This design comes from an exercise in tuning for small area on the open sky130 flow, not from production work.
Only simulation tests tie the RTL to the original design; equivalence was not proved.

==> inputs of job 2910 <==
==> flow/design.v <==
package regfile_pkg;
  localparam int XLEN_DEF = 32;
  localparam int NREG_DEF = 32;
  localparam int NRP_DEF  = 2;
  localparam int AW_DEF   = $clog2(NREG_DEF);
  typedef logic [AW_DEF-1:0]   reg_addr_t;
  typedef logic [XLEN_DEF-1:0] xlen_t;
endpackage
module regfile_scoreboard
#(
  parameter int NREG   = regfile_pkg::NREG_DEF,
  parameter int NRP    = regfile_pkg::NRP_DEF,
  parameter int BYPASS = 1,
  localparam int AW    = $clog2(NREG)
) (
  input  logic                   clk,
  input  logic                   reset,
  input  logic                   we,
  input  logic [AW-1:0]          waddr,
  input  logic                   rsv_valid,
  input  logic [AW-1:0]          rsv_addr,
  input  logic [NRP-1:0]         rd_en,
  input  logic [NRP-1:0][AW-1:0] raddr,
  output logic [NRP-1:0]         rd_busy,
  output logic                   hazard,
  output logic [AW:0]            pend_cnt
);
  localparam logic [AW:0] CNT_ONE = 1;
  logic [NREG-1:0] busy;
  logic [NREG-1:0] busy_nxt;
  logic            raw;
  logic            waw;
  logic            rsv_ok;
  logic            wr_clr;
  logic            cnt_inc;
  logic            cnt_dec;
  always_comb begin
    rd_busy = '0;
    raw     = 1'b0;
    for (int i = 0; i < NRP; i++) begin
      rd_busy[i] = (raddr[i] != '0) && busy[raddr[i]] &&
                   !((BYPASS != 0) && we && (waddr == raddr[i]));
      raw        = raw | (rd_en[i] && rd_busy[i]);
    end
  end
  assign waw    = rsv_valid && (rsv_addr != '0) && busy[rsv_addr] &&
                  !(we && (waddr == rsv_addr));
  assign hazard = raw | waw;
  assign rsv_ok = rsv_valid && (rsv_addr != '0) && !hazard;
  assign wr_clr = we && (waddr != '0) && busy[waddr];
  always_comb begin
    busy_nxt = busy;
    if (we && (waddr != '0)) busy_nxt[waddr] = 1'b0;
    if (rsv_ok)              busy_nxt[rsv_addr] = 1'b1;
    busy_nxt[0] = 1'b0;
  end
  assign cnt_inc = rsv_ok && !busy[rsv_addr];
  assign cnt_dec = wr_clr && !(rsv_ok && (rsv_addr == waddr));
  always_ff @(posedge clk or posedge reset) begin
    if (reset) begin
      busy     <= '0;
      pend_cnt <= '0;
    end else begin
      busy <= busy_nxt;
      case ({cnt_inc, cnt_dec})
        2'b10:   pend_cnt <= pend_cnt + CNT_ONE;
        2'b01:   pend_cnt <= pend_cnt - CNT_ONE;
        default: pend_cnt <= pend_cnt;
      endcase
    end
  end
endmodule
module regfile_sb
#(
  parameter int XLEN   = regfile_pkg::XLEN_DEF,
  parameter int NREG   = regfile_pkg::NREG_DEF,
  parameter int NRP    = regfile_pkg::NRP_DEF,
  parameter int BYPASS = 1,
  localparam int AW    = $clog2(NREG)
) (
  input  logic                     clk,
  input  logic                     reset,
  input  logic                     we,
  input  logic [AW-1:0]            waddr,
  input  logic [XLEN-1:0]          wdata,
  input  logic                     rsv_valid,
  input  logic [AW-1:0]            rsv_addr,
  input  logic [NRP-1:0]           rd_en,
  input  logic [NRP-1:0][AW-1:0]   raddr,
  output logic [NRP-1:0][XLEN-1:0] rdata,
  output logic [NRP-1:0]           rd_busy,
  output logic                     hazard,
  output logic [AW:0]              pend_cnt
);
  logic [XLEN-1:0] regs [NREG];
  logic            we_act;
  logic            wr_ok;
  assign we_act = we && !reset;
  assign wr_ok  = we_act && (waddr != '0);
  for (genvar r = 0; r < NREG; r++) begin : g_reg
    always_ff @(posedge clk or posedge reset) begin
      if (reset)
        regs[r] <= '0;
      else if (wr_ok && (waddr == AW'(r)))
        regs[r] <= wdata;
    end
  end
  always_comb begin
    rdata = '0;
    for (int i = 0; i < NRP; i++) begin
      if (raddr[i] != '0) begin
        if ((BYPASS != 0) && we_act && (waddr == raddr[i]))
          rdata[i] = wdata;
        else
          rdata[i] = regs[raddr[i]];
      end
    end
  end
  regfile_scoreboard #(
    .NREG   (NREG),
    .NRP    (NRP),
    .BYPASS (BYPASS)
  ) u_scoreboard (
    .clk       (clk),
    .reset     (reset),
    .we        (we_act),
    .waddr     (waddr),
    .rsv_valid (rsv_valid),
    .rsv_addr  (rsv_addr),
    .rd_en     (rd_en),
    .raddr     (raddr),
    .rd_busy   (rd_busy),
    .hazard    (hazard),
    .pend_cnt  (pend_cnt)
  );
endmodule
==> flow/run.sh <==
#!/bin/bash
# synth_recipe.tcl (not shown) runs the flow's synth.tcl, then flattens the netlist and writes it again
# the make line also repeats each setting of config.mk as NAME=value (left out here)
make -C /OpenROAD-flow-scripts/flow DESIGN_CONFIG=/design/flow/config.mk WORK_HOME=/design/flow/orfs CLKGATE_MAP_FILE= SYNTH_SCRIPT=/design/flow/synth_recipe.tcl finish
==> flow/config.mk <==
export PLATFORM = sky130hd
export DESIGN_NAME = regfile_sb
export DESIGN_NICKNAME = regfile_sb
export VERILOG_FILES = /design/flow/design.v
export SDC_FILE = /design/flow/constraint.sdc
export NUM_CORES = 8
export LEC_CHECK = 0
export CAP_MARGIN = 20
export CORE_MARGIN = 2
export CORE_UTILIZATION = 40
export SLEW_MARGIN = 20
==> flow/constraint.sdc <==
create_clock -name core_clock -period 10.0 [get_ports {clk}]
set_input_delay 2.0000 -clock core_clock [delete_from_list [all_inputs] [get_ports {clk}]]
set_output_delay 2.0000 -clock core_clock [all_outputs]
set_load 0.01 [all_outputs]
==> inputs of job 3844, as changes to job 2910 <==
==> flow/design.v (replaced) <==
package regfile_pkg;
  localparam int XLEN_DEF = 32;
  localparam int NREG_DEF = 32;
  localparam int NRP_DEF  = 2;
  localparam int AW_DEF   = $clog2(NREG_DEF);
  typedef logic [AW_DEF-1:0]   reg_addr_t;
  typedef logic [XLEN_DEF-1:0] xlen_t;
endpackage
module regfile_hold
#(
  parameter int W = 32
) (
  input  logic [W-1:0] d,
  input  logic [W-1:0] q,
  input  logic         wr,
  input  logic         nwr,
  output logic [W-1:0] nd
);
  assign nd = (d & {W{wr}}) | (q & {W{nwr}});
endmodule
module regfile_aoi3 (
  input  logic [2:0] a,
  input  logic [2:0] s,
  output logic       yn
);
  assign yn = !((a[0] && s[0]) || (a[1] && s[1]) || (a[2] && s[2]));
endmodule
module regfile_sel32 (
  input  logic [31:0] a,
  input  logic [31:0] s,
  output logic        y
);
  logic [9:0] yn;
  for (genvar k = 0; k < 10; k++) begin : g_a3
    regfile_aoi3 u_a3 (.a(a[3*k+2:3*k]), .s(s[3*k+2:3*k]), .yn(yn[k]));
  end
  assign y = !(&yn[9:0]) || (a[30] && s[30]) || (a[31] && s[31]);
endmodule
module regfile_sb
#(
  parameter int XLEN   = regfile_pkg::XLEN_DEF,
  parameter int NREG   = regfile_pkg::NREG_DEF,
  parameter int NRP    = regfile_pkg::NRP_DEF,
  localparam int AW    = $clog2(NREG)
) (
  input  logic                     clk,
  input  logic                     reset,
  input  logic                     we,
  input  logic [AW-1:0]            waddr,
  input  logic [XLEN-1:0]          wdata,
  input  logic                     rsv_valid,
  input  logic [AW-1:0]            rsv_addr,
  input  logic [NRP-1:0]           rd_en,
  input  logic [NRP-1:0][AW-1:0]   raddr,
  output logic [NRP-1:0][XLEN-1:0] rdata,
  output logic [NRP-1:0]           rd_busy,
  output logic                     hazard,
  output logic [AW:0]              pend_cnt
);
  logic [XLEN-1:0] regs [1:NREG-1];
  logic [XLEN-1:0] regs_d [1:NREG-1];
  logic [NREG-1:1] vld;
  logic [NREG-1:1] wsel;      
  logic [NREG-1:1] rdok;      
  logic            wlive;
  assign wlive = we && !reset;
  for (genvar r = 1; r < NREG; r++) begin : g_reg
    assign wsel[r] = we && (waddr == AW'(r));
    assign rdok[r] = vld[r] && !(wlive && (waddr == AW'(r)));
    for (genvar b = 0; b < XLEN; b++) begin : g_b
      regfile_hold #(.W(1)) u_hold (
        .d (wdata[b]), .q (regs[r][b]), .wr (wsel[r]), .nwr (!wsel[r]),
        .nd (regs_d[r][b])
      );
    end
    always_ff @(posedge clk)
      regs[r] <= regs_d[r];
    always_ff @(posedge clk or posedge reset)
      if (reset)        vld[r] <= 1'b0;
      else if (wsel[r]) vld[r] <= 1'b1;
  end
  for (genvar i = 0; i < NRP; i++) begin : g_rd
    logic [NREG-1:0] sel;
    assign sel[0] = wlive && (waddr == raddr[i]) && (raddr[i] != '0);
    for (genvar r = 1; r < NREG; r++) begin : g_s
      assign sel[r] = (raddr[i] == AW'(r)) && rdok[r];
    end
    for (genvar b = 0; b < XLEN; b++) begin : g_b
      logic [NREG-1:0] col;
      assign col[0] = wdata[b];
      for (genvar r = 1; r < NREG; r++) begin : g_c
        assign col[r] = regs[r][b];
      end
      regfile_sel32 u_sel (.a(col), .s(sel), .y(rdata[i][b]));
    end
  end
  logic [NREG-1:1] bq;
  logic [NREG-1:0] busy;
  logic            raw;
  logic            waw;
  logic            rsv_ok;
  logic            cnt_inc;
  logic            cnt_dec;
  assign busy = {bq, 1'b0};
  always_comb begin
    raw = 1'b0;
    for (int i = 0; i < NRP; i++) begin
      rd_busy[i] = busy[raddr[i]] && !(we && (waddr == raddr[i]));
      raw        = raw | (rd_en[i] && rd_busy[i]);
    end
  end
  assign waw    = rsv_valid && busy[rsv_addr] && !(we && (waddr == rsv_addr));
  assign hazard = raw | waw;
  assign rsv_ok = rsv_valid && (rsv_addr != '0) && !hazard;
  for (genvar r = 1; r < NREG; r++) begin : g_busy
    always_ff @(posedge clk or posedge reset)
      if (reset)
        bq[r] <= 1'b0;
      else if (rsv_ok && (rsv_addr == AW'(r)))
        bq[r] <= 1'b1;
      else if (wsel[r])
        bq[r] <= 1'b0;
  end
  assign cnt_inc = rsv_ok && !busy[rsv_addr];
  assign cnt_dec = we && busy[waddr] && !(rsv_ok && (rsv_addr == waddr));
  always_ff @(posedge clk or posedge reset)
    if (reset)
      pend_cnt <= '0;
    else if (cnt_inc != cnt_dec)
      pend_cnt <= cnt_inc ? pend_cnt + 1'b1 : pend_cnt - 1'b1;
endmodule
==> flow/flow/run.sh (new file) <==
#!/bin/bash
# Own layout flow: the standard ORFS flow (standard.sh), with
#  - a clock tree of small clock buffers and no dummy loads,
#  - the smallest buffer on each port instead of a delay-cell buffer,
#  - power recovery (downsizing of gates off the critical paths) after global routing.
# The full make output goes to flow_make.log; each ORFS step logs under orfs/logs/.
set -euo pipefail
export CTS_ARGS="-sink_clustering_enable -repair_clock_nets -dont_use_dummy_load -buf_list sky130_fd_sc_hd__clkbuf_4 -sink_clustering_size 10 -sink_clustering_max_diameter 40"
export BUFFER_PORTS_ARGS="-buffer_cell sky130_fd_sc_hd__buf_1"
export RECOVER_POWER=100
bash standard.sh finish > flow_make.log 2>&1
==> flow/standard.sh (new file) <==
#!/bin/bash
# synth_recipe.tcl (not shown) runs the flow's synth.tcl, then flattens the netlist and writes it again
# the make line also repeats each setting of config.mk as NAME=value (left out here)
make -C /OpenROAD-flow-scripts/flow DESIGN_CONFIG=/design/flow/config.mk WORK_HOME=/design/flow/orfs CLKGATE_MAP_FILE= SYNTH_SCRIPT=/design/flow/synth_recipe.tcl "${@:-finish}"
--- a/flow/config.mk
+++ b/flow/config.mk
@@ -6,6 +6,11 @@
 export NUM_CORES = 8
 export LEC_CHECK = 0
-export CAP_MARGIN = 20
+export CAP_MARGIN = 0
 export CORE_MARGIN = 2
 export CORE_UTILIZATION = 40
-export SLEW_MARGIN = 20
+export CTS_BUF_LIST = sky130_fd_sc_hd__clkbuf_4
+export CTS_CLUSTER_DIAMETER = 40
+export CTS_CLUSTER_SIZE = 10
+export SLEW_MARGIN = 0
+export SYNTH_HIERARCHICAL = 1
+export SYNTH_MINIMUM_KEEP_SIZE = 0
removed: flow/run.sh
==> comparison table <==
	job 3844	job 2910
Status	failed layout checks	complete, no violations
Violated checks	max-capacitance violations, max-slew violations	-
CP Max Fanout	32	19
Fraction of the yosys area taken by sequential cells	50.8%	47.5%
Final worst clock skew	0.112 ns	0.00896 ns
Xor and xnor fraction of the mapped netlist area	0.392%	0.469%
Max Cap Viol	49	0
Non-Clock Inverter Count	38	18
Mux cell area share after synthesis	1.84%	22.1%
Met1 Wirelength	74.2 mm	98.5 mm
FFs w/ async S/R, synth	6.42%	100%
Number of synthesized register bits	1,060	1,029
NumNets Final	3,999	4,743
Initial DRC Count	9,246	11,100
Multi-input comb cells	2,395	3,177
Setup WS pre-CTS	2.50 ns	1.35 ns
Count of flip-flops and latches	1,060	1,029

[port drivers added, routing unchanged]
How much do the figures lean on ideal ports? The routed layouts below were timed once more, with nothing changed but the port constraints. Step 1 (the two cells are an assumption about what drives the block):
set clk [get_ports {clk}]
set_driving_cell -lib_cell sky130_fd_sc_hd__clkbuf_16 $clk
set_driving_cell -lib_cell sky130_fd_sc_hd__buf_2 [delete_from_list [all_inputs] $clk]
Step 2 moves the port delays by t, midway between the first and last clock arrival at a register: inputs arrive t later, outputs are due t later. That takes back most of the time a late clock gives input paths. a / b / c = no drivers / after step 1 / after step 2; a / b = the first two.
run | shift t [ns] | setup WS [ns] | worst setup path after step 2 | clock arrival spread, ns | slew at the worst register clock pin (ns)
job 2910 | 0.873 | 0.920 / 0.894 / 0.894 | input to output | 0.087 / 0.087 | 0.07 / 0.07
job 3844 | 1.148 | 1.177 / 1.156 / 1.156 | input to output | 0.145 / 0.144 | 0.12 / 0.12
For job 2910, which loses most, drivers alone change the setup slack by -0.026 ns; drivers and shift together by -0.026 ns.
